What follows belongs to an exercise in optimizing a design on an open flow for small area; a production flow would make more cautious choices.
The RTL was checked by simulation tests, not by an equivalence proof against the original design.
No activity file was given, so power comes from the tool's default toggle rates.

===== flow/design.v =====
module rf_word_q #(
    parameter int W = 32
) (
    input  logic         clk,
    input  logic [W-1:0] d,
    output logic [W-1:0] q
);
    always_ff @(posedge clk) q <= d;
endmodule
module rf_wmux #(
    parameter int W = 32
) (
    input  logic         sel,
    input  logic         seln,
    input  logic [W-1:0] w,
    input  logic [W-1:0] q,
    output logic [W-1:0] d
);
    assign d = ({W{sel}} & w) | ({W{seln}} & q);
endmodule
module rf_rsel #(
    parameter int N = 32,
    parameter int A = 5
) (
    input  logic         en,
    input  logic [A-1:0] ra,
    input  logic [N-1:1] valid,
    output logic [N-1:1] sel
);
    always_comb begin
        for (int i = 1; i < N; i++) begin
            sel[i] = en && valid[i] && (ra == A'(i));
        end
    end
endmodule
module rf_rbit #(
    parameter int N = 32
) (
    input  logic [N-1:1] sel,
    input  logic [N-1:1] q,
    output logic         y
);
    assign y = |(sel & q);
endmodule
module regfile #(
    parameter int DATA_W = 32,
    parameter int ADDR_W = 5,
    parameter int CNT_W  = 32
) (
    input  logic              clk,
    input  logic              rst,
    input  logic              we,
    input  logic [ADDR_W-1:0] waddr,
    input  logic [DATA_W-1:0] wdata,
    input  logic              re1,
    input  logic [ADDR_W-1:0] raddr1,
    output logic [DATA_W-1:0] rdata1,
    input  logic              re2,
    input  logic [ADDR_W-1:0] raddr2,
    output logic [DATA_W-1:0] rdata2,
    output logic [CNT_W-1:0]  wr_cnt
);
    localparam int DEPTH = 1 << ADDR_W;
    logic [DATA_W-1:0] q     [DEPTH];
    logic [DATA_W-1:0] d     [DEPTH];
    logic [DATA_W-1:0] qt1   [DATA_W];
    logic [DEPTH-1:1]  qt    [DATA_W];
    logic [DEPTH-1:1]  wsel;
    logic [DEPTH-1:1]  valid_q;
    logic [DEPTH-1:1]  rsel1;
    logic [DEPTH-1:1]  rsel2;
    logic [CNT_W-1:0]  wr_cnt_q;
    logic              commit;
    assign commit = we && (waddr != '0);
    always_comb begin
        for (int i = 1; i < DEPTH; i++) begin
            wsel[i] = commit && (waddr == ADDR_W'(i));
        end
    end
    always_ff @(posedge clk or negedge rst) begin
        if (!rst) begin
            valid_q  <= '0;
            wr_cnt_q <= '0;
        end else begin
            valid_q  <= valid_q | wsel;
            wr_cnt_q <= wr_cnt_q + CNT_W'(commit);
        end
    end
    for (genvar i = 1; i < DEPTH; i++) begin : g_word
        rf_wmux #(.W(DATA_W)) u_wmux (
            .sel(wsel[i]), .seln(!wsel[i]), .w(wdata), .q(q[i]), .d(d[i])
        );
        rf_word_q #(.W(DATA_W)) u_q (.clk(clk), .d(d[i]), .q(q[i]));
        for (genvar b = 0; b < DATA_W; b++) begin : g_t
            assign qt[b][i] = q[i][b];
        end
    end
    rf_rsel #(.N(DEPTH), .A(ADDR_W)) u_rsel1 (
        .en(rst && re1), .ra(raddr1), .valid(valid_q), .sel(rsel1)
    );
    rf_rsel #(.N(DEPTH), .A(ADDR_W)) u_rsel2 (
        .en(rst && re2), .ra(raddr2), .valid(valid_q), .sel(rsel2)
    );
    for (genvar b = 0; b < DATA_W; b++) begin : g_bit
        rf_rbit #(.N(DEPTH)) u_r1 (.sel(rsel1), .q(qt[b]), .y(rdata1[b]));
        rf_rbit #(.N(DEPTH)) u_r2 (.sel(rsel2), .q(qt[b]), .y(rdata2[b]));
    end
    assign wr_cnt = wr_cnt_q;
endmodule

===== flow/run.sh =====
#!/bin/bash
# synth_recipe.tcl (not shown) runs the flow's synth.tcl, then flattens the netlist and writes it again
# the make line also repeats each setting of config.mk as NAME=value (left out here)
make -C /OpenROAD-flow-scripts/flow DESIGN_CONFIG=/design/flow/config.mk WORK_HOME=/design/flow/orfs CLKGATE_MAP_FILE= SYNTH_SCRIPT=/design/flow/synth_recipe.tcl finish

===== flow/config.mk =====
export PLATFORM = sky130hd
export DESIGN_NAME = regfile
export DESIGN_NICKNAME = regfile
export VERILOG_FILES = /design/flow/design.v
export SDC_FILE = /design/flow/constraint.sdc
export NUM_CORES = 4
export LEC_CHECK = 0
export CAP_MARGIN = 20
export CORE_MARGIN = 2
export CORE_UTILIZATION = 40
export SETUP_SLACK_MARGIN = 0.2
export SLEW_MARGIN = 20
export SYNTH_HIERARCHICAL = 1

===== flow/constraint.sdc =====
create_clock -name core_clock -period 7.0 [get_ports {clk}]
set_input_delay 1.4000 -clock core_clock [delete_from_list [all_inputs] [get_ports {clk}]]
set_output_delay 1.4000 -clock core_clock [all_outputs]
set_load 0.01 [all_outputs]

==> impl_metrics.env, run 1 <==
export IMPL_fmax_mhz=153
export IMPL_synth_warnings=13
export IMPL_worstReg2RegStart="wr_cnt_q[0]"
export IMPL_pwr_share_seq_pct=51.0
export IMPL_placed_cells=5320
export IMPL_worstSkewPairLatency_ns=0.69
export IMPL_holdWs_ns=0.476
export IMPL_async_flop_share_pct=5.97
export IMPL_port_buffers=147
export IMPL_slew_violations=0
export IMPL_worstMarginPinSlew_ns=1.21
export IMPL_num_vias=39900
export IMPL_power_switching_mw=4.17
export IMPL_cts_root_buf="clkbuf_16"
export IMPL_start_util_pct=40.4
export IMPL_die_area_um2=113000
export IMPL_syn_area_um2=44000
export IMPL_cts_hold_repair_buffers=0
export IMPL_synth_top_family_by_area="compound AO/OA/AOI/OAI gates"
export IMPL_hold_viol_final=0
export IMPL_synth_ff_type="dfxtp_1"
export IMPL_startpoint_type="primary input"
export IMPL_synth_simple_area_share_pct=7.64
export IMPL_rsz0062_at_grt="no"
export IMPL_cp_end_kind="output pin"
export IMPL_io_pins=148
export IMPL_cts_sinks=1055
export IMPL_avgViaCountPerCell=7.21
export IMPL_fin_nets=4075
export IMPL_cts_tree="built"
export IMPL_crit_fanout=32
export IMPL_synthMuxAreaShare_pct=0
export IMPL_p_leak_nw=20.7
export IMPL_yosysUniqueCellTypes=35
export IMPL_clock_skew_ns=0.00572
export IMPL_min_from="wr_cnt_q[31]"
export IMPL_post_cts_resized=0
export IMPL_irDropWorstVdd_mv=0.204
export IMPL_drive_gt1_share_pct=12.8
export IMPL_yosys_area_top_type_share_pct=45.1
export IMPL_p_per_area_nw_per_um2=320
export IMPL_synth_edff_count=0
export IMPL_min_path_type="reg -> reg"
export IMPL_die_x_um=336
export IMPL_h_tree_depth=3
export IMPL_combPwrFrac_pct=9.3
export IMPL_grt_overflow=0
export IMPL_placed_area_um2=46300
export IMPL_switching_share_pct=25.9
export IMPL_p_int_mw=11.9
export IMPL_drt_pass1_iter_count=9
export IMPL_first_iter_violations=7104
export IMPL_post_cts_buffers=0
export IMPL_synthAdderAreaFrac_pct=0.0568
export IMPL_status="complete, no violations"
export IMPL_drc_errors=0
export IMPL_ant_nets=0
export IMPL_p_clk_share_pct=39.7
export IMPL_grt_max_degree=41
export IMPL_cts_inserted_buffers=112
export IMPL_grt_first_pass_wirelength_um=266000
export IMPL_synthTopCellsByCount="a22o_1, dfxtp_1, a22oi_1"
export IMPL_critPathKind="in -> out"
export IMPL_synth_xor_area_share_pct=0.597
export IMPL_wl_per_cell_um=33.5
export IMPL_ys_seq_area_share_pct=48.7
export IMPL_antenna_found_initial=26
export IMPL_syn_inst=3813
export IMPL_core_area_um2=109000
export IMPL_fin_cells=5542
export IMPL_finalSetupViolCount=0
export IMPL_synth_compound_area_share_pct=37.9
export IMPL_min_period_ns=6.54
export IMPL_crit_start="re2"
export IMPL_dp_hpwl_um=113000
export IMPL_crit_arrival_ns=5.14
export IMPL_wirelength_um=186000
export IMPL_path_clk_slew_ns=0.06
export IMPL_die_y_um=336
export IMPL_yosys_register_bits=1055
export IMPL_slew_headroom_pct=19.6
export IMPL_finalInstanceArea_um2=50300
export IMPL_synthTopCellsByArea="dfxtp_1, a22o_1, a22oi_1"
export IMPL_syn_num_nets=3867
export IMPL_drv_cap=0
export IMPL_fin_crit_sh_pct=93.5
export IMPL_syn_to_final_growth_pct=14.2
export IMPL_avgSynthCellArea_um2=11.6
export IMPL_grt_pass1_vias=37300
export IMPL_setup_tns_final_ns=0
export IMPL_clockBufferDepth=3
export IMPL_rows=121
export IMPL_finalWeightedCongestion=0.932
export IMPL_yosysTopAreaCell="dfxtp_1"
export IMPL_synth_most_common_cell="a22o_1"
export IMPL_cp_required_ns=5.60
export IMPL_grt_total_usage_pct=31.7
==> worst max-delay path, stage by stage <==
cell and delay, ns:
clkdlybuf4s50_1 0.52, and2_1 0.29, and4b_1 0.30, and3_2 0.60
a22oi_1 0.33, nand4_1 0.50, or4_1 0.67, clkdlybuf4s50_1 0.52
==> metal layers <==
layer	track usage, %	part of all wire, %	up-vias
met5	0	0.051	-
met4	13.8	4.5	14
met3	9.24	13	614
met2	46.7	42	3020
met1	42.8	41	19700
li1	-	-	16600
==> placed cells by master (no fill, tap or decap), types with 24 or more instances in the layout <==
cell and n:
a22o_1 994, dfxtp_1 992, a22oi_1 768, clkdlybuf4s50_1 146, nand3_1 140, buf_4 138
nand4_1 133, clkbuf_16 113, a221oi_2 64, a222oi_1 64, or4_1 64, dfrtp_1 63
a22o_2 62, inv_1 32, and3_2 32, and3_1 31, nand2b_1 30, clkbuf_1 27
nand2_1 26, xnor2_1 24
==> state kept, by name (all words and copies together) (netlist names) <==
| signal | flops |
|---|---|
| wr_cnt_q | 32 |
| g_word.u_q.q | 992 |
| valid_q | 31 |
==> path summary, 6_finish.rpt <==
check | to | slack, ns | depth (start not counted)
setup / recovery | rdata2[16] | 0.46 | 8
hold / removal | wr_cnt_q[31] | 0.48 | 1
setup reg to reg | wr_cnt_q[22] | 5.07 | 6
hold reg to reg | wr_cnt_q[31] | 0.48 | 1
max in group asynchronous | valid_q[15] | 5.58 | 2
min in group asynchronous | valid_q[9] | 0.58 | 1
==> layout make-up <==
| cell class | count | area, um2 |
|---|---|---|
| Inverter | 32 | 120 |
| Multi-Input combinational cell | 2532 | 20400 |
| Tap cell | 1414 | 1770 |
| Clock buffer | 155 | 3140 |
| Sequential cell | 1055 | 21400 |
| Antenna cell | 11 | 27.5 |
| Fill cell | 10000 | 58700 |
| Clock inverter | 55 | 810 |
| Timing Repair Buffer | 288 | 2570 |
==> power groups by stage <==
stage	combinational, mW	clock [mW]	sequential [mW]
2_1_floorplan	1.04	0	8.01
3_3_place_gp	1.42	0	8.23
3_5_place_dp	1.47	0	8.23
4_1_cts	1.47	6.43	8.14
5_1_grt	1.61	6.69	8.32
6_report	1.49	6.39	8.20
==> cells by family (layout without fill, tap and decap cells) <==
| group | after synthesis | count (layout) |
|---|---|---|
| AOI/OAI and AO/OA | 1953 | 1953 |
| xor gates and xnor gates | 30 | 30 |
| adders and majority gates | 2 | 2 |
| buffers and inverters | 226 | 530 |
| DFF | 1055 | 1055 |
| other | 0 | 11 |
| and+or+nand+nor | 547 | 547 |
==> stage by stage <==
stage,util [%],worst slack (ns),power (mW)
after floorplan,-,1.99,9.05
after global placement,42.5,0.605,9.65
after detailed placement,42.5,0.626,9.71
after CTS,46.1,0.580,16.0
after global routing,46.2,0.393,16.6
final,46.2,0.456,16.1
==> inputs of run 2 (changes only) <==
--- a/flow/design.v
+++ b/flow/design.v
@@ -33,6 +33,13 @@
         end
     end
 endmodule
+module rf_aoi3 (
+    input  logic [2:0] s,
+    input  logic [2:0] q,
+    output logic       y
+);
+    assign y = ~|(s & q);
+endmodule
 module rf_rbit #(
     parameter int N = 32
 ) (
@@ -40,7 +47,17 @@
     input  logic [N-1:1] q,
     output logic         y
 );
-    assign y = |(sel & q);
+    localparam int NG  = (N - 1) / 3;
+    localparam int REM = (N - 1) % 3;
+    localparam int NT  = NG + (REM != 0 ? 1 : 0);
+    logic [NT-1:0] t;
+    for (genvar g = 0; g < NG; g++) begin : g_grp
+        rf_aoi3 u_aoi (.s(sel[3*g+3:3*g+1]), .q(q[3*g+3:3*g+1]), .y(t[g]));
+    end
+    if (REM != 0) begin : g_rem
+        assign t[NT-1] = ~|(sel[N-1:3*NG+1] & q[N-1:3*NG+1]);
+    end
+    assign y = ~&t;
 endmodule
 module regfile #(
     parameter int DATA_W = 32,
--- a/flow/config.mk
+++ b/flow/config.mk
@@ -8,6 +8,7 @@
 export CAP_MARGIN = 20
 export CORE_MARGIN = 2
 export CORE_UTILIZATION = 40
+export CTS_BUF_LIST = sky130_fd_sc_hd__clkbuf_4 sky130_fd_sc_hd__clkbuf_8
 export SETUP_SLACK_MARGIN = 0.2
 export SLEW_MARGIN = 20
 export SYNTH_HIERARCHICAL = 1
==> impl_metrics.env, run 2 <==
export IMPL_grt_first_pass_wirelength_um=256000
export IMPL_clock_skew_ns=0.00814
export IMPL_crit_fanout=32
export IMPL_yosysTopAreaCell="dfxtp_1"
export IMPL_placed_cells=4895
export IMPL_finalSetupViolCount=0
export IMPL_fin_crit_sh_pct=95.9
export IMPL_startpoint_type="primary input"
export IMPL_fmax_mhz=149
export IMPL_regMostFlops="g_word.u_q.q"
export IMPL_die_y_um=329
export IMPL_cts_sinks=1055
export IMPL_finalWeightedCongestion=0.946
export IMPL_synth_ff_type="dfxtp_1"
export IMPL_port_buffers=147
export IMPL_status="complete, no violations"
export IMPL_synthTopCellsByCount="dfxtp_1, a22o_1, a222oi_1"
export IMPL_path_clk_slew_ns=0.06
export IMPL_min_path_type="reg -> reg"
export IMPL_syn_to_final_growth_pct=14.1
export IMPL_post_cts_buffers=0
export IMPL_top_regs="g_word.u_q.q (992), wr_cnt_q (32), valid_q (31)"
export IMPL_worstReg2RegStart="wr_cnt_q[0]"
export IMPL_p_leak_nw=20.3
export IMPL_syn_num_nets=3483
export IMPL_largest_reg_flops=992
export IMPL_synth_most_common_cell="dfxtp_1"
export IMPL_min_to="valid_q[14]"
export IMPL_drive_gt1_share_pct=15.3
export IMPL_slew_violations=0
export IMPL_yosys_register_bits=1055
export IMPL_p_per_area_nw_per_um2=323
export IMPL_ys_seq_area_share_pct=50.6
export IMPL_wirelength_um=179000
export IMPL_cp_end_kind="output pin"
export IMPL_core_area_um2=105000
export IMPL_ant_nets=0
export IMPL_cp_required_ns=5.60
export IMPL_setup_tns_final_ns=0
export IMPL_num_vias=39400
export IMPL_drv_cap=0
export IMPL_worstSkewPairLatency_ns=0.85
export IMPL_r2r_slack_ns=5.07
export IMPL_layout_commonest_cell="dfxtp_1"
export IMPL_syn_inst=3429
export IMPL_slew_headroom_pct=23.0
export IMPL_grt_total_usage_pct=31.5
export IMPL_crit_arrival_ns=5.32
export IMPL_antenna_found_initial=11
export IMPL_post_cts_resized=0
export IMPL_clockBufferDepth=3
export IMPL_hold_viol_final=0
export IMPL_io_pins=148
export IMPL_min_from="valid_q[14]"
export IMPL_start_util_pct=40.3
export IMPL_async_flop_share_pct=5.97
export IMPL_critPathKind="in -> out"
export IMPL_die_area_um2=109000
export IMPL_final_cell_mix="dfxtp_1, a22o_1, a222oi_1"
export IMPL_hold_depth=1
export IMPL_synth_edff_count=0
export IMPL_dp_hpwl_um=106000
export IMPL_first_iter_violations=10300
export IMPL_fin_cells=5206
export IMPL_syn_area_um2=42400
export IMPL_grt_pass1_vias=36900
export IMPL_rows=119
export IMPL_cts_inserted_buffers=168
export IMPL_cts_root_buf="clkbuf_8"
export IMPL_rsz0062_at_grt="no"
export IMPL_avgSynthCellArea_um2=12.4
export IMPL_grt_overflow=0
export IMPL_drc_errors=0
export IMPL_drt_pass1_iter_count=13
export IMPL_synth_warnings=13
export IMPL_grt_max_degree=45
export IMPL_yosysUniqueCellTypes=33
export IMPL_avgViaCountPerCell=7.56
export IMPL_r2r_end="wr_cnt_q[28]"
export IMPL_synthTopCellsByArea="dfxtp_1, a22o_1, a222oi_1"
export IMPL_die_x_um=329
export IMPL_fillers=9702
export IMPL_fin_nets=3729
export IMPL_cts_hold_repair_buffers=0
export IMPL_yosys_area_top_type_share_pct=46.9
export IMPL_min_period_ns=6.72
export IMPL_worstMarginPinSlew_ns=1.15
export IMPL_r2r_cells=6
export IMPL_wl_per_cell_um=34.4
export IMPL_final_core_util_pct=46.0
export IMPL_irDropWorstVdd_mv=0.253
export IMPL_h_tree_depth=4
export IMPL_cts_tree="built"
## run 2: cell types whose count changed after synthesis, sizes merged
cell / previous run / this run
a22oi: 768 / 0
a2111o: 0 / 64
a221oi: 64 / 0
nand2: 44 / 108
a222oi: 64 / 640
a22o: 1056 / 992
or4: 64 / 0
nand3: 140 / 12
## run 2: worst max path at each step
stage / startpoint / end / cells after the start / slack, ns
4_1_cts: raddr2[0] / rdata2[8] / 7 / 0.56
5_1_grt: re2 / rdata2[7] / 8 / 0.43
6_report: raddr2[0] / rdata2[31] / 7 / 0.28
3_3_place_gp: re2 / rdata2[13] / 8 / 0.58
2_1_floorplan: rst / rdata1[0] / 6 / 2.43
3_5_place_dp: raddr2[0] / rdata2[8] / 7 / 0.57
## run 2: metal layers
layer	vias up	part of all wire, %	routed length [um]	track usage, %
li1	15900	-	-	-
met1	19200	39	70600	44.3
met2	3654	40	71100	43.2
met3	571	16	28000	9.76
met4	12	5.1	9180	15.8
met5	-	0.11	189	0
## run 2: per-module statistics from Yosys, one instance, submodules excluded, a selection
module / flip-flops and latches / copies in the design / cells
rf_aoi3: 0 / 640 / 1
regfile: 63 / 1 / 265
## run 2: logic make-up (layout without fill, tap and decap cells)
family | count (synthesis) | count (layout) | share of synthesized area [%]
other | 0 | 7 | 0
buffers and inverters | 226 | 605 | 5.31
XOR/XNOR | 30 | 30 | 0.620
AO/OA/AOI/OAI | 1697 | 1697 | 37.5
adder cells (fa/ha/maj) | 2 | 2 | 0.0591
AND/OR/NAND/NOR | 419 | 419 | 5.87
flip-flops | 1055 | 1055 | 50.6
## run 2: area by class of cell
class	instances	area, um2	area share, %
diodes	7	17.5	0.0362
inverters	32	120	0.248
clock buffers	262	3370	6.97
multi-input cells	2148	18800	38.9
flip-flops and latches	1055	21400	44.3
well taps	1391	1740	3.60
repair buffers	270	2400	4.97
clock inverters	41	459	0.950
## run 2: metrics by stage
| step | total power [mW] | hold WS (ns) | area (um2) | worst slack (ns) |
|---|---|---|---|---|
| floorplan | 9.01 | 0.440 | 42400 | 2.43 |
| global placement | 9.62 | 0.456 | 44500 | 0.584 |
| detailed placement | 9.68 | 0.462 | 44500 | 0.575 |
| CTS | 15.6 | 0.480 | 48300 | 0.557 |
| global route | 16.2 | 0.496 | 48300 | 0.426 |
| finish | 15.6 | 0.484 | 48300 | 0.284 |
## run 2: critical path, cell delays in order
cell and delay [ns]:
clkdlybuf4s50_1 0.71, nor2b_1 0.61, and3_2 0.99, a222oi_1 0.32
nand4_1 0.32, a2111o_1 0.35, clkdlybuf4s50_1 0.60
## run 2: where the power goes
part / leakage, nW / internal (mW) / total (mW) / switching, mW
sequential: 9.05 / 7.20 / 8.19 / 0.981
clock: 2.01 / 3.39 / 5.96 / 2.57
combinational: 9.24 / 0.905 / 1.49 / 0.581
==> inputs of run 3 (changes only) <==
==> flow/flow/run.sh (new file) <==
#!/bin/bash
# Layout flow: the standard ORFS flow, with two changes after synthesis:
#  - port buffers use the smallest buffer (buf_1) instead of the resizer's pick;
#  - clock tree synthesis inserts no dummy loads and builds from clkbuf_8,
#    with clusters of up to 18 sinks.
# Synthesis is the standard one, unchanged. Each step's output goes to a log here.
set -euo pipefail
bash standard.sh synth > synth.log 2>&1
bash standard.sh \
  "BUFFER_PORTS_ARGS=-buffer_cell sky130_fd_sc_hd__buf_1" \
  "CTS_ARGS=-sink_clustering_enable -repair_clock_nets -dont_use_dummy_load -buf_list sky130_fd_sc_hd__clkbuf_8 -sink_clustering_size 18 -sink_clustering_max_diameter 50" \
  finish > layout.log 2>&1
==> flow/standard.sh (new file) <==
#!/bin/bash
# synth_recipe.tcl (not shown) runs the flow's synth.tcl, then flattens the netlist and writes it again
# the make line also repeats each setting of config.mk as NAME=value (left out here)
make -C /OpenROAD-flow-scripts/flow DESIGN_CONFIG=/design/flow/config.mk WORK_HOME=/design/flow/orfs CLKGATE_MAP_FILE= SYNTH_SCRIPT=/design/flow/synth_recipe.tcl "${@:-finish}"
==> flow/config.mk (replaced) <==
export PLATFORM = sky130hd
export DESIGN_NAME = regfile
export DESIGN_NICKNAME = regfile
export VERILOG_FILES = /design/flow/design.v
export SDC_FILE = /design/flow/constraint.sdc
export NUM_CORES = 4
export LEC_CHECK = 0
export CAP_MARGIN = 10
export CORE_MARGIN = 2
export CORE_UTILIZATION = 40
export SETUP_SLACK_MARGIN = 0.2
export SLEW_MARGIN = 10
export SYNTH_HIERARCHICAL = 1
removed: flow/run.sh
==> impl_metrics.env, run 3 <==
export IMPL_status="complete, no violations"
export IMPL_synth_most_common_cell="dfxtp_1"
export IMPL_port_buffers=147
export IMPL_grt_pass1_vias=36000
export IMPL_grt_overflow=0
export IMPL_r2r_cells=6
export IMPL_grt_first_pass_wirelength_um=256000
export IMPL_min_from="valid_q[3]"
export IMPL_min_period_ns=6.21
export IMPL_hold_viol_final=0
export IMPL_min_to="valid_q[3]"
export IMPL_yosys_register_bits=1055
export IMPL_io_pins=148
export IMPL_core_area_um2=105000
export IMPL_fin_crit_sh_pct=88.7
export IMPL_yosysUniqueCellTypes=33
export IMPL_ys_seq_area_share_pct=50.6
export IMPL_drt_pass1_iter_count=13
export IMPL_dp_hpwl_um=105000
export IMPL_syn_to_final_growth_pct=5.87
export IMPL_crit_arrival_ns=4.81
export IMPL_finalWeightedCongestion=0.931
export IMPL_syn_area_um2=42400
export IMPL_die_y_um=329
export IMPL_worstMarginPinSlew_ns=1.22
export IMPL_avgViaCountPerCell=7.79
export IMPL_syn_inst=3429
export IMPL_worstReg2RegStart="wr_cnt_q[0]"
export IMPL_cts_hold_repair_buffers=0
export IMPL_cts_inserted_buffers=96
export IMPL_drv_cap=0
export IMPL_synthTopCellsByCount="dfxtp_1, a22o_1, a222oi_1"
export IMPL_irDropWorstVdd_mv=0.165
export IMPL_critPathKind="in -> out"
export IMPL_placed_area_um2=43500
export IMPL_synth_edff_count=0
export IMPL_cts_sinks=1055
export IMPL_largest_reg_flops=992
export IMPL_clock_skew_ns=0.0263
export IMPL_wirelength_um=181000
export IMPL_cp_end_kind="output pin"
export IMPL_holdWs_ns=0.479
export IMPL_cts_tree="built"
export IMPL_worstSkewPairLatency_ns=0.76
export IMPL_num_vias=38800
export IMPL_setup_slack_ns=0.791
export IMPL_h_tree_depth=3
export IMPL_antenna_found_initial=11
export IMPL_layout_commonest_cell="dfxtp_1"
export IMPL_finalSetupViolCount=0
export IMPL_min_path_type="reg -> reg"
export IMPL_syn_num_nets=3483
export IMPL_rows=119
export IMPL_fin_nets=3647
export IMPL_setup_tns_final_ns=0
export IMPL_async_flop_share_pct=5.97
export IMPL_path_clk_slew_ns=0.07
export IMPL_crit_start="rst"
export IMPL_cp_required_ns=5.60
export IMPL_p_leak_nw=18.6
export IMPL_fin_cells=4989
export IMPL_post_cts_resized=0
export IMPL_crit_fanout=32
export IMPL_synthTopCellsByArea="dfxtp_1, a22o_1, a222oi_1"
export IMPL_die_x_um=329
export IMPL_dp_slack_ns=1.05
export IMPL_finalInstanceArea_um2=44800
export IMPL_clockBufferDepth=3
export IMPL_p_per_area_nw_per_um2=286
export IMPL_yosysTopAreaCell="dfxtp_1"
export IMPL_wl_per_cell_um=36.4
export IMPL_drive_gt1_share_pct=10.5
export IMPL_top_regs="g_word.u_q.q (992), wr_cnt_q (32), valid_q (31)"
export IMPL_synth_warnings=13
export IMPL_slew_violations=0
export IMPL_cts_root_buf="clkbuf_8"
export IMPL_total_power_mw=12.8
export IMPL_grt_total_usage_pct=31.8
export IMPL_start_util_pct=40.3
export IMPL_final_core_util_pct=42.7
export IMPL_fmax_mhz=161
export IMPL_hold_depth=1
export IMPL_die_area_um2=109000
export IMPL_drc_errors=0
export IMPL_grt_max_degree=35
export IMPL_avgSynthCellArea_um2=12.4
export IMPL_r2r_slack_ns=5.07
export IMPL_regMostFlops="g_word.u_q.q"
export IMPL_slew_headroom_pct=18.6
export IMPL_first_iter_violations=10200
export IMPL_final_cell_mix="dfxtp_1, a22o_1, a222oi_1"
export IMPL_placed_cells=4886
export IMPL_r2r_end="wr_cnt_q[22]"
export IMPL_synth_ff_type="dfxtp_1"
export IMPL_yosys_area_top_type_share_pct=46.9
export IMPL_post_cts_buffers=0
export IMPL_rsz0062_at_grt="no"
export IMPL_ant_nets=0
export IMPL_startpoint_type="primary input"
-- run 3: cell counts after synthesis --
No cell type changed its count.
-- run 3: Yosys stat by module, one instance, submodules excluded, a selection --
module / copies in the design / area, um2
rf_aoi3: 640 / 10.0
regfile: 1 / 2750
-- run 3: critical path, stage by stage --
cell and delay [ns]:
buf_2 0.36, and2_1 0.44, nor4b_2 0.39, and4_2 1.11
a222oi_1 0.23, nand4_1 0.28, a2111o_1 0.34, buf_1 0.21
-- run 3: cell families after synthesis --
kind of cell	Yosys count	share of synthesized area, %
AOI/OAI and AO/OA	1697	37.5
buffers and inverters	226	5.31
and+or+nand+nor	419	5.87
adders and majority gates	2	0.0591
xor gates and xnor gates	30	0.620
DFF	1055	50.6
-- run 3: area by class of cell --
cell class                 instances  area, um2
multi-input combinational       2148      18800
antenna                            7       17.5
sequential                      1055      21400
timing repair buffer             260       1420
tap                             1391       1740
clock buffer                      96       1320
fill                            9984      60300
inverter                          32        120
-- run 3: worst max-delay path by stage --
stage	depth (start not counted)	slack, ns	to
finish	8	0.79	rdata2[4]
global route	8	0.84	rdata2[4]
CTS	8	1.04	rdata2[4]
detailed placement	8	1.05	rdata2[4]
global placement	8	1.07	rdata2[4]
floorplan	6	2.43	rdata1[0]
-- run 3: power by group --
| group | leakage [nW] | internal, mW | switching [mW] |
|---|---|---|---|
| sequential | 9.05 | 7.19 | 0.979 |
| combinational | 8.84 | 0.835 | 0.583 |
| clock | 0.690 | 1.22 | 2.03 |
| total | 18.6 | 9.25 | 3.59 |
-- run 3: metal layers --
| metal | global-route usage (%) | part of all wire (%) |
|---|---|---|
| met1 | 44.5 | 39 |
| met2 | 43.5 | 39 |
| met3 | 10.7 | 17 |
| met4 | 15.1 | 5.3 |
| met5 | 0 | 0.051 |
==> inputs of run 4 (changes only) <==
--- a/flow/design.v
+++ b/flow/design.v
@@ -104,9 +104,12 @@
         end
     end
     for (genvar i = 1; i < DEPTH; i++) begin : g_word
-        rf_wmux #(.W(DATA_W)) u_wmux (
-            .sel(wsel[i]), .seln(!wsel[i]), .w(wdata), .q(q[i]), .d(d[i])
-        );
+        for (genvar k = 0; k < DATA_W / 8; k++) begin : g_byte
+            rf_wmux #(.W(8)) u_wmux (
+                .sel(wsel[i]), .seln(!wsel[i]), .w(wdata[8*k+7:8*k]),
+                .q(q[i][8*k+7:8*k]), .d(d[i][8*k+7:8*k])
+            );
+        end
         rf_word_q #(.W(DATA_W)) u_q (.clk(clk), .d(d[i]), .q(q[i]));
         for (genvar b = 0; b < DATA_W; b++) begin : g_t
             assign qt[b][i] = q[i][b];
==> impl_metrics.env, run 4 <==
export IMPL_yosys_register_bits=1055
export IMPL_ant_nets=0
export IMPL_yosysTopAreaCell="dfxtp_1"
export IMPL_setup_slack_ns=0.970
export IMPL_slew_violations=0
export IMPL_worstMarginPinSlew_ns=1.33
export IMPL_rows=119
export IMPL_top_regs="g_word.u_q.q (992), wr_cnt_q (32), valid_q (31)"
export IMPL_cp_end_kind="output pin"
export IMPL_fin_nets=3649
export IMPL_port_buffers=147
export IMPL_synth_warnings=13
export IMPL_total_power_mw=13.1
export IMPL_synth_compound_area_share_pct=37.5
export IMPL_fmax_mhz=166
export IMPL_clockBufferDepth=3
export IMPL_clock_skew_ns=0.0423
export IMPL_die_y_um=329
export IMPL_status="complete, no violations"
export IMPL_syn_inst=3491
export IMPL_drv_cap=0
export IMPL_async_flop_share_pct=5.97
export IMPL_die_area_um2=108000
export IMPL_synth_top_family_by_area="compound AO/OA/AOI/OAI gates"
export IMPL_final_core_util_pct=42.8
export IMPL_finalSetupViolCount=0
export IMPL_wl_per_cell_um=37.2
export IMPL_dp_slack_ns=1.16
export IMPL_drc_errors=0
export IMPL_cts_tree="built"
export IMPL_synthTopCellsByArea="dfxtp_1, a22o_1, a222oi_1"
export IMPL_num_vias=38800
export IMPL_core_area_um2=105000
export IMPL_fin_crit_sh_pct=86.1
export IMPL_multi_input_comb_area_um2=18800
export IMPL_antenna_found_initial=2
export IMPL_start_util_pct=40.2
export IMPL_cts_sinks=1055
export IMPL_r2r_slack_ns=5.09
export IMPL_h_tree_depth=3
export IMPL_crit_fanout=32
export IMPL_regMostFlops="g_word.u_q.q"
export IMPL_setup_tns_final_ns=0
export IMPL_placed_area_um2=43400
export IMPL_synth_edff_count=0
export IMPL_finalInstanceArea_um2=44900
export IMPL_yosysUniqueCellTypes=32
export IMPL_largest_reg_flops=992
export IMPL_syn_area_um2=42200
export IMPL_syn_num_nets=3545
export IMPL_grt_pass1_vias=35500
export IMPL_cp_slowest_stage_delay_ns=0.76
export IMPL_slew_headroom_pct=11.1
export IMPL_fillers=9739
export IMPL_die_x_um=329
export IMPL_first_iter_violations=11200
export IMPL_worstSkewPairLatency_ns=0.78
export IMPL_cts_hold_repair_buffers=0
export IMPL_min_path_type="reg -> reg"
export IMPL_crit_arrival_ns=4.63
export IMPL_dp_hpwl_um=108000
export IMPL_cp_slowest_cell="a222oi_1"
export IMPL_yosys_area_top_type_share_pct=47.0
export IMPL_cts_inserted_buffers=109
export IMPL_critPathKind="in -> out"
export IMPL_p_leak_nw=18.6
export IMPL_post_cts_resized=0
export IMPL_min_period_ns=6.03
export IMPL_finalWeightedCongestion=0.932
export IMPL_synth_ff_type="dfxtp_1"
export IMPL_drive_gt1_share_pct=9.49
export IMPL_final_cell_mix="a22o_1, dfxtp_1, a222oi_1"
export IMPL_irDropWorstVdd_mv=0.160
export IMPL_grt_max_degree=35
export IMPL_io_pins=148
export IMPL_fin_cells=4987
export IMPL_rsz0062_at_grt="no"
export IMPL_synth_xor_area_share_pct=0.622
export IMPL_grt_first_pass_wirelength_um=262000
export IMPL_startpoint_type="primary input"
export IMPL_grt_overflow=0
export IMPL_p_per_area_nw_per_um2=291
export IMPL_wirelength_um=185000
export IMPL_synthAdderAreaFrac_pct=0.0593
export IMPL_placed_cells=4875
export IMPL_cp_cell_sequence="clkbuf_4 -> and2_1 -> and4b_1 -> and3_2 -> a222oi_1 -> nand4_1 -> a2111o_1 -> buf_1"
export IMPL_register_area_um2=21400
export IMPL_cp_required_ns=5.60
export IMPL_ys_seq_area_share_pct=50.8
export IMPL_grt_total_usage_pct=32.7
export IMPL_post_cts_buffers=0
export IMPL_hold_viol_final=0
export IMPL_path_clk_slew_ns=0.07
export IMPL_synthTopCellsByCount="a22o_1, dfxtp_1, a222oi_1"
export IMPL_cts_root_buf="clkbuf_8"
export IMPL_avgSynthCellArea_um2=12.1
export IMPL_avgViaCountPerCell=7.78
export IMPL_holdWs_ns=0.481
export IMPL_synthMuxAreaShare_pct=0
export IMPL_synth_simple_area_share_pct=5.89
export IMPL_syn_to_final_growth_pct=6.37
export IMPL_drt_pass1_iter_count=17
run 4: cell count changes after synthesis, sizes merged:
| cell | before | now |
|---|---|---|
| buf | 191 | 253 |
run 4: final timing paths:
| kind | from | endpoint | cells after the start |
|---|---|---|---|
| setup / recovery | rst | rdata1[4] | 8 |
| hold / removal | valid_q[11] | valid_q[11] | 1 |
| setup reg to reg | wr_cnt_q[0] | wr_cnt_q[28] | 6 |
| hold reg to reg | valid_q[11] | valid_q[11] | 1 |
| max in group asynchronous | rst | valid_q[7] | 3 |
| min in group asynchronous | rst | valid_q[19] | 1 |
run 4: metal layers:
layer	vias to the layer above	wire length (um)	GRT usage (%)
li1	15600	-	-
met1	19000	72000	45.8
met2	3635	74100	45.3
met3	545	29600	10.4
met4	2	9580	14.9
met5	-	13	0
run 4: power breakdown:
| part | total [mW] | internal [mW] | switching (mW) |
|---|---|---|---|
| Sequential | 8.18 | 7.20 | 0.987 |
| Combinational | 1.42 | 0.827 | 0.596 |
| Clock | 3.46 | 1.37 | 2.08 |
| Total | 13.1 | 9.40 | 3.67 |
run 4: layout make-up:
| class | instances | share of cell area (%) |
|---|---|---|
| Timing Repair Buffer | 249 | 2.99 |
| Inverter | 32 | 0.268 |
| Clock buffer | 109 | 3.34 |
| Antenna cell | 3 | 0.0167 |
| Multi-Input combinational cell | 2148 | 41.8 |
| Tap cell | 1391 | 3.88 |
| Sequential cell | 1055 | 47.7 |
run 4: critical path, delay by kind of cell:
| kind | cells | cell delay, ns |
|---|---|---|
| AOI/OAI and AO/OA | 2 | 1.23 |
| and+or+nand+nor | 4 | 1.56 |
| buffers and inverters | 2 | 0.40 |
run 4: Yosys stat by module (local to each module, per instance), excerpt:
module / flip-flops and latches / cells / times used
regfile: 63 / 265 / 1
rf_aoi3: 0 / 1 / 640
run 4: cell families (layout without fill, tap and decap cells):
logic type,count (synthesis),count (layout)
flops,1055,1055
fa+ha+maj,2,2
other cells,0,3
buf+inv,288,390
xor+xnor,30,30
simple gates,419,419
compound gates,1697,1697
==> inputs of run 5 (changes only) <==
--- a/flow/config.mk
+++ b/flow/config.mk
@@ -8,6 +8,7 @@
 export CAP_MARGIN = 10
 export CORE_MARGIN = 2
 export CORE_UTILIZATION = 40
+export PLACE_DENSITY = 0.75
 export SETUP_SLACK_MARGIN = 0.2
 export SLEW_MARGIN = 10
 export SYNTH_HIERARCHICAL = 1
==> impl_metrics.env, run 5 <==
export IMPL_port_buffers=147
export IMPL_yosysUniqueCellTypes=32
export IMPL_pwr_share_seq_pct=64.7
export IMPL_synth_edff_count=0
export IMPL_drt_pass1_iter_count=15
export IMPL_start_util_pct=40.2
export IMPL_cts_sinks=1055
export IMPL_power_switching_mw=3.55
export IMPL_p_per_area_nw_per_um2=281
export IMPL_finalSetupViolCount=0
export IMPL_hold_depth=1
export IMPL_cp_slowest_cell="and3_1"
export IMPL_cp_buffers_inverters=3
export IMPL_fin_cells=5031
export IMPL_r2r_slack_ns=5.08
export IMPL_hold_viol_final=0
export IMPL_avgSynthCellArea_um2=12.1
export IMPL_irDropWorstVdd_mv=0.142
export IMPL_grt_pass1_vias=37300
export IMPL_cp_slowest_stage_delay_ns=0.94
export IMPL_p_clk_share_pct=23.9
export IMPL_top_regs="g_word.u_q.q (992), wr_cnt_q (32), valid_q (31)"
export IMPL_slew_headroom_pct=9.34
export IMPL_cts_tree="built"
export IMPL_fin_crit_sh_pct=85.9
export IMPL_clock_skew_ns=0.0133
export IMPL_p_int_mw=9.09
export IMPL_antenna_found_initial=10
export IMPL_fin_nets=3689
export IMPL_drc_errors=0
export IMPL_dp_slack_ns=1.25
export IMPL_io_pins=148
export IMPL_clockBufferDepth=3
export IMPL_syn_to_final_growth_pct=6.38
export IMPL_post_cts_buffers=0
export IMPL_drive_gt1_share_pct=7.60
export IMPL_final_cell_mix="a22o_1, dfxtp_1, a222oi_1"
export IMPL_crit_fanout=16
export IMPL_startpoint_type="primary input"
export IMPL_critPathKind="in -> out"
export IMPL_first_iter_violations=12500
export IMPL_wirelength_um=174000
export IMPL_fillers=9752
export IMPL_cp_cell_sequence="buf_2 -> and2_1 -> nor4b_2 -> and3_1 -> buf_4 -> a222oi_1 -> nand4_1 -> a2111o_1 -> buf_1"
export IMPL_grt_total_usage_pct=30.4
export IMPL_crit_cells=9
export IMPL_r2r_cells=6
export IMPL_grt_first_pass_wirelength_um=250000
export IMPL_cp_end_kind="output pin"
export IMPL_core_area_um2=105000
export IMPL_avgViaCountPerCell=7.96
export IMPL_path_clk_slew_ns=0.08
export IMPL_wl_per_cell_um=34.6
export IMPL_worstMarginPinSlew_ns=1.36
export IMPL_setup_tns_final_ns=0
export IMPL_h_tree_depth=3
export IMPL_die_y_um=329
export IMPL_rows=119
export IMPL_synth_ff_type="dfxtp_1"
export IMPL_grt_max_degree=36
export IMPL_regMostFlops="g_word.u_q.q"
export IMPL_synthTopCellsByArea="dfxtp_1, a22o_1, a222oi_1"
export IMPL_grt_overflow=0
export IMPL_finalWeightedCongestion=0.952
export IMPL_syn_num_nets=3545
export IMPL_num_vias=40000
export IMPL_cts_root_buf="clkbuf_8"
export IMPL_yosys_register_bits=1055
export IMPL_min_to="valid_q[3]"
export IMPL_combPwrFrac_pct=11.3
export IMPL_rsz0062_at_grt="no"
export IMPL_die_x_um=329
export IMPL_min_path_type="reg -> reg"
export IMPL_dp_hpwl_um=102000
export IMPL_fmax_mhz=166
export IMPL_switching_share_pct=28.1
export IMPL_setup_slack_ns=0.989
export IMPL_post_cts_resized=0
export IMPL_yosysTopAreaCell="dfxtp_1"
export IMPL_cts_hold_repair_buffers=0
export IMPL_ys_seq_area_share_pct=50.8
export IMPL_synthTopCellsByCount="a22o_1, dfxtp_1, a222oi_1"
export IMPL_min_period_ns=6.01
export IMPL_r2r_end="wr_cnt_q[28]"
export IMPL_crit_family="simple AND/OR/NAND/NOR gates"
export IMPL_status="complete, no violations"
export IMPL_syn_area_um2=42200
export IMPL_yosys_area_top_type_share_pct=47.0
export IMPL_ant_nets=0
export IMPL_placed_cells=4941
export IMPL_worstSkewPairLatency_ns=0.73
export IMPL_final_core_util_pct=42.8
export IMPL_synth_warnings=13
export IMPL_slew_violations=0
export IMPL_worstReg2RegStart="wr_cnt_q[0]"
export IMPL_min_from="valid_q[3]"
export IMPL_cp_required_ns=5.60
export IMPL_crit_arrival_ns=4.61
export IMPL_drv_cap=0
export IMPL_die_area_um2=108000
export IMPL_p_leak_nw=18.7
export IMPL_syn_inst=3491
export IMPL_largest_reg_flops=992
export IMPL_async_flop_share_pct=5.97
export IMPL_cts_inserted_buffers=83
## run 5: cell count changes in the layout (fill, tap and decap cells not counted), moves of 14 or more
cell,previous run,this run
and3_1,8,63
and3_2,55,0
buf_1,130,144
buf_4,102,166
clkbuf_2,16,2
clkbuf_8,109,83
nand2_1,77,107
nand2_2,31,1
## run 5: power groups by stage
stage	clock (mW)	sequential (mW)	combinational [mW]
3_5_place_dp	0	8.21	1.40
3_3_place_gp	0	8.18	1.34
4_1_cts	3.01	8.10	1.40
5_1_grt	3.22	8.28	1.54
2_1_floorplan	0	7.97	1.03
6_report	3.02	8.18	1.43
## run 5: layout make-up
type                            instances  area, um2  area share [%]
Clock buffer                           83       1140            2.54
Multi-Input combinational cell       2148      18600            41.4
Antenna cell                            7       17.5          0.0390
Timing Repair Buffer                  315       1840            4.10
Tap cell                             1391       1740            3.88
Sequential cell                      1055      21400            47.7
Inverter                               32        120           0.268
## run 5: cells by family (layout without fill, tap and decap cells)
logic type / Yosys count / count (layout) / share of synthesized area, %
AO/OA/AOI/OAI: 1697 / 1697 / 37.5
AND/OR/NAND/NOR: 419 / 419 / 5.89
buffers and inverters: 288 / 430 / 5.15
other: 0 / 7 / 0
XOR/XNOR: 30 / 30 / 0.622
flip-flops: 1055 / 1055 / 50.8
adder cells (fa/ha/maj): 2 / 2 / 0.0593
## run 5: per-stage QoR
step | power (mW) | cell area, um2 | hold slack (ns)
after floorplan | 9.00 | 42200 | 0.440
after global placement | 9.51 | 43700 | 0.458
after detailed placement | 9.61 | 43700 | 0.461
after CTS | 12.5 | 44900 | 0.482
after global routing | 13.0 | 44900 | 0.503
final | 12.6 | 44900 | 0.479
## run 5: worst max path at each step
stage | from | end | slack (ns)
2_1_floorplan | rst | rdata1[0] | 2.43
3_3_place_gp | rst | rdata2[11] | 1.33
3_5_place_dp | rst | rdata1[10] | 1.25
4_1_cts | rst | rdata1[10] | 1.25
5_1_grt | rst | rdata2[11] | 1.03
6_report | rst | rdata1[10] | 0.99
## run 5: worst reg2reg max path, stage by stage (launching register included)
cell and delay (ns):
dfrtp_1 0.36, ha_1 0.22, ha_1 0.20, nand3_1 0.23, nor4_4 0.46, nand4_1 0.18
xnor2_1 0.15
## run 5: routing by layer
layer / part of all wire [%] / global-route usage, %
met5: 0.17 / 1.42
met4: 7.0 / 18.0
met3: 18 / 11.6
met2: 39 / 41.4
met1: 35 / 40.3
## run 5: Yosys stat by module, one instance, submodules excluded, excerpt
module	cell area, um2	cells inside	copies in the design	flops+latches
regfile	2750	265	1	63
rf_aoi3	10.0	1	640	0
==> inputs of run 6 (changes only) <==
--- a/flow/design.v
+++ b/flow/design.v
@@ -59,6 +59,26 @@
     end
     assign y = ~&t;
 endmodule
+module rf_cnt #(
+    parameter int W = 32
+) (
+    input  logic         clk,
+    input  logic         rst,
+    input  logic         inc,
+    output logic [W-1:0] q
+);
+    logic [W:0]   c;
+    logic [W-1:0] s;
+    assign c[0] = inc;
+    for (genvar i = 0; i < W; i++) begin : g_ha
+        assign s[i]   = q[i] ^ c[i];
+        assign c[i+1] = q[i] & c[i];
+    end
+    always_ff @(posedge clk or negedge rst) begin
+        if (!rst) q <= '0;
+        else      q <= s;
+    end
+endmodule
 module regfile #(
     parameter int DATA_W = 32,
     parameter int ADDR_W = 5,
@@ -80,9 +100,9 @@
     localparam int DEPTH = 1 << ADDR_W;
     logic [DATA_W-1:0] q     [DEPTH];
     logic [DATA_W-1:0] d     [DEPTH];
-    logic [DATA_W-1:0] qt1   [DATA_W];
     logic [DEPTH-1:1]  qt    [DATA_W];
     logic [DEPTH-1:1]  wsel;
+    logic [DEPTH-1:1]  wseln;
     logic [DEPTH-1:1]  valid_q;
     logic [DEPTH-1:1]  rsel1;
     logic [DEPTH-1:1]  rsel2;
@@ -91,22 +111,22 @@
     assign commit = we && (waddr != '0);
     always_comb begin
         for (int i = 1; i < DEPTH; i++) begin
-            wsel[i] = commit && (waddr == ADDR_W'(i));
+            wsel[i]  = commit && (waddr == ADDR_W'(i));
+            wseln[i] = !wsel[i];
         end
     end
     always_ff @(posedge clk or negedge rst) begin
         if (!rst) begin
-            valid_q  <= '0;
-            wr_cnt_q <= '0;
+            valid_q <= '0;
         end else begin
-            valid_q  <= valid_q | wsel;
-            wr_cnt_q <= wr_cnt_q + CNT_W'(commit);
+            valid_q <= valid_q | wsel;
         end
     end
+    rf_cnt #(.W(CNT_W)) u_cnt (.clk(clk), .rst(rst), .inc(commit), .q(wr_cnt_q));
     for (genvar i = 1; i < DEPTH; i++) begin : g_word
         for (genvar k = 0; k < DATA_W / 8; k++) begin : g_byte
             rf_wmux #(.W(8)) u_wmux (
-                .sel(wsel[i]), .seln(!wsel[i]), .w(wdata[8*k+7:8*k]),
+                .sel(wsel[i]), .seln(wseln[i]), .w(wdata[8*k+7:8*k]),
                 .q(q[i][8*k+7:8*k]), .d(d[i][8*k+7:8*k])
             );
         end
--- a/flow/config.mk
+++ b/flow/config.mk
@@ -8,7 +8,6 @@
 export CAP_MARGIN = 10
 export CORE_MARGIN = 2
 export CORE_UTILIZATION = 40
-export PLACE_DENSITY = 0.75
 export SETUP_SLACK_MARGIN = 0.2
 export SLEW_MARGIN = 10
 export SYNTH_HIERARCHICAL = 1
==> impl_metrics.env, run 6 <==
export IMPL_status="complete, no violations"
export IMPL_die_y_um=329
export IMPL_grt_max_degree=33
export IMPL_start_util_pct=40.2
export IMPL_yosysUniqueCellTypes=31
export IMPL_yosys_area_top_type_share_pct=47.0
export IMPL_largest_reg_flops=992
export IMPL_final_cell_mix="a22o_1, dfxtp_1, a222oi_1"
export IMPL_die_area_um2=108000
export IMPL_min_path_type="reg -> reg"
export IMPL_holdWs_ns=0.465
export IMPL_avgViaCountPerCell=7.92
export IMPL_finalInstanceArea_um2=45600
export IMPL_first_iter_violations=9724
export IMPL_fin_crit_sh_pct=94.5
export IMPL_post_cts_resized=0
export IMPL_cts_inserted_buffers=109
export IMPL_synth_edff_count=0
export IMPL_regMostFlops="g_word.u_q.q"
export IMPL_ant_nets=0
export IMPL_synth_ff_type="dfxtp_1"
export IMPL_p_clk_share_pct=26.6
export IMPL_syn_num_nets=3545
export IMPL_critPathKind="in -> reg"
export IMPL_p_leak_nw=18.6
export IMPL_clockBufferDepth=3
export IMPL_grt_first_pass_wirelength_um=267000
export IMPL_antenna_found_initial=11
export IMPL_finalSetupViolCount=0
export IMPL_port_buffers=147
export IMPL_switching_share_pct=28.0
export IMPL_synthTopCellsByArea="dfxtp_1, a22o_1, a222oi_1"
export IMPL_num_vias=39300
export IMPL_cp_required_ns=7.59
export IMPL_placed_area_um2=44100
export IMPL_power_switching_mw=3.66
export IMPL_finalWeightedCongestion=0.901
export IMPL_die_x_um=329
export IMPL_dp_hpwl_um=106000
export IMPL_rsz0062_at_grt="no"
export IMPL_cts_root_buf="clkbuf_8"
export IMPL_synthTopCellsByCount="a22o_1, dfxtp_1, a222oi_1"
export IMPL_drc_errors=0
export IMPL_setup_slack_ns=0.385
export IMPL_fin_nets=3649
export IMPL_top_regs="g_word.u_q.q (992), u_cnt.q (32), valid_q (31)"
export IMPL_fillers=9844
export IMPL_synth_warnings=14
export IMPL_grt_overflow=0
export IMPL_combPwrFrac_pct=11.1
export IMPL_grt_pass1_vias=36200
export IMPL_cts_hold_repair_buffers=0
export IMPL_grt_total_usage_pct=33.7
export IMPL_crit_fanout=2
export IMPL_fmax_mhz=151
export IMPL_multi_input_comb_area_um2=19400
export IMPL_slew_headroom_pct=12.4
export IMPL_cts_sinks=1055
export IMPL_avgSynthCellArea_um2=12.2
export IMPL_clock_skew_ns=0.0432
export IMPL_worstSkewPairLatency_ns=0.75
export IMPL_yosys_register_bits=1055
export IMPL_drive_gt1_share_pct=11.3
export IMPL_core_area_um2=105000
export IMPL_async_flop_share_pct=5.97
export IMPL_io_pins=148
export IMPL_rows=119
export IMPL_h_tree_depth=3
export IMPL_syn_area_um2=42200
export IMPL_pwr_share_seq_pct=62.3
export IMPL_crit_arrival_ns=7.21
export IMPL_cp_slowest_cell="o41a_1"
export IMPL_worstMarginPinSlew_ns=1.31
export IMPL_drt_pass1_iter_count=13
export IMPL_dp_slack_ns=-0.436
export IMPL_wirelength_um=192000
export IMPL_register_area_um2=21400
export IMPL_drv_cap=0
export IMPL_min_period_ns=6.61
export IMPL_p_int_mw=9.41
export IMPL_setup_tns_final_ns=0
export IMPL_startpoint_type="primary input"
export IMPL_ys_seq_area_share_pct=50.8
export IMPL_cpMostUsedCell="ha_4"
export IMPL_hold_viol_final=0
export IMPL_irDropWorstVdd_mv=0.152
export IMPL_cts_tree="built"
export IMPL_p_per_area_nw_per_um2=286
export IMPL_yosysTopAreaCell="dfxtp_1"
export IMPL_syn_inst=3462
export IMPL_post_cts_buffers=0
export IMPL_slew_violations=0
export IMPL_wl_per_cell_um=38.7
export IMPL_cp_end_kind="register"
export IMPL_syn_to_final_growth_pct=7.99
export IMPL_cp_slowest_stage_delay_ns=0.51
export IMPL_path_clk_slew_ns=0.06
-- run 6: changes by cell type in the layout (fill, tap and decap cells not counted), moves of 30 or more --
cell,before,now
buf_4,166,117
and3_2,0,47
nor2_4,0,31
inv_1,32,0
a21o_1,0,31
and3_1,63,9
ha_4,0,30
nand2_1,107,71
-- run 6: modules after synthesis (local to each module, per instance), a selection --
| module | cells inside | flip-flops and latches | times used |
|---|---|---|---|
| rf_aoi3 | 1 | 0 | 640 |
| regfile | 172 | 31 | 1 |
-- run 6: logic make-up after synthesis --
group                      synth area share (%)
adders and majority gates                 0.918
and+or+nand+nor                            5.24
DFF                                        50.8
xor gates and xnor gates                 0.0207
buffers and inverters                      5.05
AOI/OAI and AO/OA                          38.0
-- run 6: power groups by stage --
stage	Combinational (mW)	Clock [mW]	Sequential [mW]
after global routing	1.57	3.70	8.26
final	1.45	3.47	8.14
after detailed placement	1.43	0	8.19
after global placement	1.37	0	8.17
after floorplan	1.04	0	7.97
after CTS	1.43	3.48	8.08
-- run 6: worst paths after layout --
check / slack, ns / depth (start not counted) / to / startpoint
min: 0.46 / 1 / valid_q[21] / valid_q[21]
max in group asynchronous: 5.58 / 2 / u_cnt.q[31] / rst
min in group asynchronous: 0.61 / 1 / valid_q[19] / rst
max: 0.39 / 35 / u_cnt.q[31] / waddr[3]
max reg2reg: 1.45 / 32 / u_cnt.q[31] / u_cnt.q[0]
min reg2reg: 0.46 / 1 / valid_q[21] / valid_q[21]
-- run 6: stage by stage --
stage,util (%),power (mW),instances
3_5_place_dp,42.0,9.61,4846
2_1_floorplan,-,9.02,3462
5_1_grt,43.4,13.5,4960
3_3_place_gp,42.0,9.54,4846
6_report,43.4,13.1,4962
4_1_cts,43.4,13.0,4955
-- run 6: critical path: cells and delay by family --
| kind | cells | cell delay (ns) |
|---|---|---|
| compound gates | 1 | 0.51 |
| xor+xnor | 1 | 0.15 |
| fa+ha+maj | 31 | 4.74 |
| buf+inv | 1 | 0.08 |
| simple gates | 1 | 0.25 |
-- run 6: area by class of cell --
class                           instances  area share, %
Multi-Input combinational cell       2134           42.6
Tap cell                             1391           3.82
Sequential cell                      1055           47.0
Clock buffer                          109           3.29
Antenna cell                            7         0.0384
Timing Repair Buffer                  266           3.28
-- run 6: routing by layer --
layer	routed length [um]	track usage [%]	share of wire, %	vias to the layer above
met1	71500	44.6	37	19200
li1	-	-	-	15600
met3	30300	11.5	16	774
met2	79200	48.9	41	3679
met5	95	0	0.049	-
met4	11100	16.7	5.8	10

-- static timing again, ports no longer ideal --
The results above use ideal ports. As a check the final layouts listed here were re-extracted and re-timed, cells and wires unchanged. Step 1 assumes that a clkbuf_16 drives the clock port and a buf_2 every other input. Step 2 times the ports against the registers' clock, not the clock port: input delays grow and output delays shrink by t, the midpoint of the rising clock arrivals with the driver on. a / b / c = no drivers / after step 1 / after step 2; a / b = the first two.
| run | shift t [ns] | setup slack, ns | worst setup path after step 2 | worst data-port slew with drivers (ns) |
|---|---|---|---|---|
| run 1 | 0.772 | 0.456 / 0.374 / 0.374 | input to output | 0.15 |
| run 2 | 0.919 | 0.284 / 0.262 / 0.262 | input to output | 0.12 |
| run 3 | 0.820 | 0.791 / 0.770 / 0.770 | input to output | 0.13 |
| run 4 | 0.847 | 0.970 / 0.942 / 0.942 | input to output | 0.11 |
| run 5 | 0.808 | 0.989 / 0.966 / 0.966 | input to output | 0.15 |
| run 6 | 0.852 | 0.385 / 0.439 / -0.412 | input to register | 0.20 |
With both steps, setup timing fails in run 6, where it was met with ideal ports. The setup slack of run 6, which loses most, moves by +0.054 ns with the drivers and by -0.797 ns with both steps.
